From an optimization exercise on the open Yosys and OpenROAD flow, aimed at small area, a short achievable clock period and few clock cycles per item; shortcuts taken in it are not production practice.
At most, simulation tests tie the RTL to the original design; equivalence was not proved.
Power figures rest on the tool's default switching activity, not on a simulated workload.

==> job 9859 <==
// cpu_top
module cpu_top (
    input  wire                 clock,
    input  wire                 reset,
    output logic                memory_enable,
    output cpu_pkg::word_t      memory_address,
    input  wire cpu_pkg::word_t memory_data_in,
    input  wire                 memory_ready,
    output logic                writeback_valid,
    output cpu_pkg::reg_index_t writeback_register,
    output cpu_pkg::word_t      writeback_value
);
make LEC_CHECK=0 CAP_MARGIN=20 CORE_MARGIN=2 CORE_UTILIZATION=40 SETUP_SLACK_MARGIN=5 SLEW_MARGIN=20 finish   # period 11.0 ns
run.sh (not shown) runs the stock make flow with config.mk's settings and CLKGATE_MAP_FILE= SYNTH_SCRIPT=/design/flow/synth_recipe.tcl, a recipe that flattens the netlist after the stock synthesis.
==> inputs of job 8416, as changes to job 9859 <==
--- a/flow/design.v
+++ b/flow/design.v
@@ -36,10 +36,12 @@
     output cpu_pkg::reg_index_t writeback_register,
     output cpu_pkg::word_t      writeback_value
 );
     logic answer;
     logic discard;           
+    cpu_pkg::word_t discard_pc;  
+    logic fetch_stop;        
     logic d_valid;
     cpu_pkg::word_t d_ir;
     cpu_pkg::word_t d_pc;
     logic e_valid;
     logic e_write;
@@ -47,10 +49,12 @@
     logic e_predict;
     logic e_sub;
     logic e_arith;
     logic [2:0] e_funct3;
     cpu_pkg::reg_index_t e_rd;
+    logic e_forward_1;
+    logic e_forward_2;
     cpu_pkg::word_t e_value_1;
     cpu_pkg::word_t e_value_2;
     cpu_pkg::word_t e_other_pc;  
     cpu_pkg::word_t regs [1:31];
     assign answer = memory_enable && memory_ready;
@@ -91,11 +95,11 @@
     assign d_write = (d_op_imm || d_op || d_is_jal) && d_rd != '0;
     assign d_offset = d_is_jal
         ? cpu_pkg::word_t'($signed({d_ir[31], d_ir[19:12], d_ir[20], d_ir[30:21], 1'b0}))
         : cpu_pkg::word_t'($signed({d_ir[31], d_ir[7], d_ir[30:25], d_ir[11:8], 1'b0}));
     assign d_target = d_pc + d_offset;
-    assign d_next_pc = memory_address;  
+    assign d_next_pc = d_pc + cpu_pkg::word_t'(4);
     always_comb begin
         d_read_1 = '0;
         d_read_2 = '0;
         if (d_rs1 != '0) d_read_1 = regs[d_rs1];
         if (d_rs2 != '0) d_read_2 = regs[d_rs2];
@@ -110,12 +114,12 @@
     logic equal;
     cpu_pkg::word_t shift_in;
     cpu_pkg::word_t shifted;
     cpu_pkg::word_t shift_out;
     cpu_pkg::word_t result;
-    assign a = e_value_1;
-    assign b = e_value_2;
+    assign a = e_forward_1 ? writeback_value : e_value_1;
+    assign b = e_forward_2 ? writeback_value : e_value_2;
     assign sum = {1'b0, a} + {1'b0, b ^ {32{e_sub}}} + 33'(e_sub);
     assign less_unsigned = !sum[32];
     assign less_signed = (a[31] != b[31]) ? a[31] : sum[31];
     assign equal = a == b;
     always_comb begin
@@ -168,11 +172,11 @@
                     memory_address <= e_other_pc;
                 end
             end else if (discard) begin
                 if (memory_ready) begin
                     discard <= 1'b0;
-                    memory_address <= e_other_pc;
+                    memory_address <= discard_pc;
                 end
             end else if (d_redirect) begin
                 memory_enable <= 1'b1;
                 memory_address <= d_target;
             end else if (answer) begin
@@ -182,27 +186,29 @@
             e_valid <= d_valid && !mispredict && (d_write || d_is_branch);
             writeback_valid <= e_valid && e_write;
         end
     end
     always_ff @(posedge clock) begin
+        if (mispredict) begin
+            discard_pc <= e_other_pc;
+        end
         d_ir <= memory_data_in;
         d_pc <= memory_address;
         e_write <= d_write;
         e_branch <= d_is_branch;
         e_predict <= d_predict;
         e_sub <= d_is_branch || ((d_op || d_op_imm) && d_funct3[2:1] == 2'b01)
             || (d_op && d_funct3 == 3'b000 && d_ir[30]);
         e_arith <= d_ir[30] && d_funct3 == 3'b101;
         e_funct3 <= d_is_jal ? 3'b000 : d_funct3;
         e_rd <= d_rd;
-        e_value_1 <= (e_valid && e_write && e_rd == d_rs1 && !d_is_jal) ? result
-            : d_is_jal ? d_next_pc : d_read_1;
-        e_value_2 <= (e_valid && e_write && e_rd == d_rs2 && !d_op_imm && !d_is_jal) ? result
-            : d_is_jal ? '0 : d_op_imm ? cpu_pkg::word_t'($signed(d_ir[31:20])) : d_read_2;
-        if (d_valid && !mispredict) begin
-            e_other_pc <= d_predict ? d_next_pc : d_target;
-        end
+        e_forward_1 <= e_valid && e_write && e_rd == d_rs1 && !d_is_jal;
+        e_forward_2 <= e_valid && e_write && e_rd == d_rs2 && !d_op_imm && !d_is_jal;
+        e_value_1 <= d_is_jal ? d_next_pc : d_read_1;
+        e_value_2 <= d_is_jal ? '0 : d_op_imm
+            ? cpu_pkg::word_t'($signed(d_ir[31:20])) : d_read_2;
+        e_other_pc <= d_predict ? d_next_pc : d_target;
         writeback_register <= e_rd;
         writeback_value <= result;
         if (writeback_valid) begin
             regs[writeback_register] <= writeback_value;
         end
- SETUP_SLACK_MARGIN: 5 -> unset
==> qor summary <==
metric                                                                   job 9859                 job 8416
Post-route cell area                                                   71,300 µm²               73,300 µm²
Buffers & Inverters on Critical Path                                            2                        5
GRT Overall Usage                                                           0.259                    0.263
Mean cell area of the mapped netlist                                     14.9 µm²                 14.6 µm²
Via count of the first global-routing pass                                 39,700                   41,200
Int Power                                                               0.00925 W                0.00919 W
Non-filler cells, final                                                     6,478                    6,774
Utilization after layout                                                    0.456                    0.456
Clock-net power                                                         0.00461 W                0.00462 W
Result of the run                                         complete, no violations  complete, no violations
Fmax                                                                      195 MHz                  150 MHz
Total instance count after detailed placement                               6,224                    6,524
Post-synthesis compound-gate area fraction                                 0.0767                   0.0738
Actual slew at the worst max-slew pin                                     1100 ps                  1130 ps
Area growth, synth to finish                                                12.9%                    12.9%
Yosys top cell area share                                                   0.487                    0.474
Unique cell type count in the Yosys netlist                                    88                       85
Adder and majority cell fraction of the synthesized area                   0.0256                   0.0251
Final worst-path cycle share                                                0.466                    0.607
Required time reported for the critical path endpoint                   11,660 ps                11,650 ps
Total stage count of the critical path                                         15                       19
Testbench counts of job 8416, summed over its fixed seeds: cycles 67,168, instructions 30,937.
The RTL of job 9859 was laid out without a check of its function.

[static timing again, ports no longer ideal]
In the flow no input, the clock included, has a driving cell. The finished layouts below were timed again as built, in two steps.
Step 1, drivers: a clkbuf_16 drives clock and a buf_2 each remaining input, both assumed.
Step 2, shift: input delay + t, output delay - t, t = (earliest + latest rising clock arrival at the registers) / 2. This alone moves slack from input paths to output paths.
Slacks: ideal / step 1 / step 2; pairs: ideal / step 1.
| run | shift t [ns] | setup slack, ns | worst data-port slew with drivers (ns) | cell pins on the clock port's net |
|---|---|---|---|---|
| job 9859 | 0.869 | 5.878 / 5.878 / 5.878 | 0.06 | 1 |
| job 8416 | 0.847 | 4.327 / 4.327 / 4.327 | 0.05 | 1 |
After both steps setup and hold are still met in every run listed.
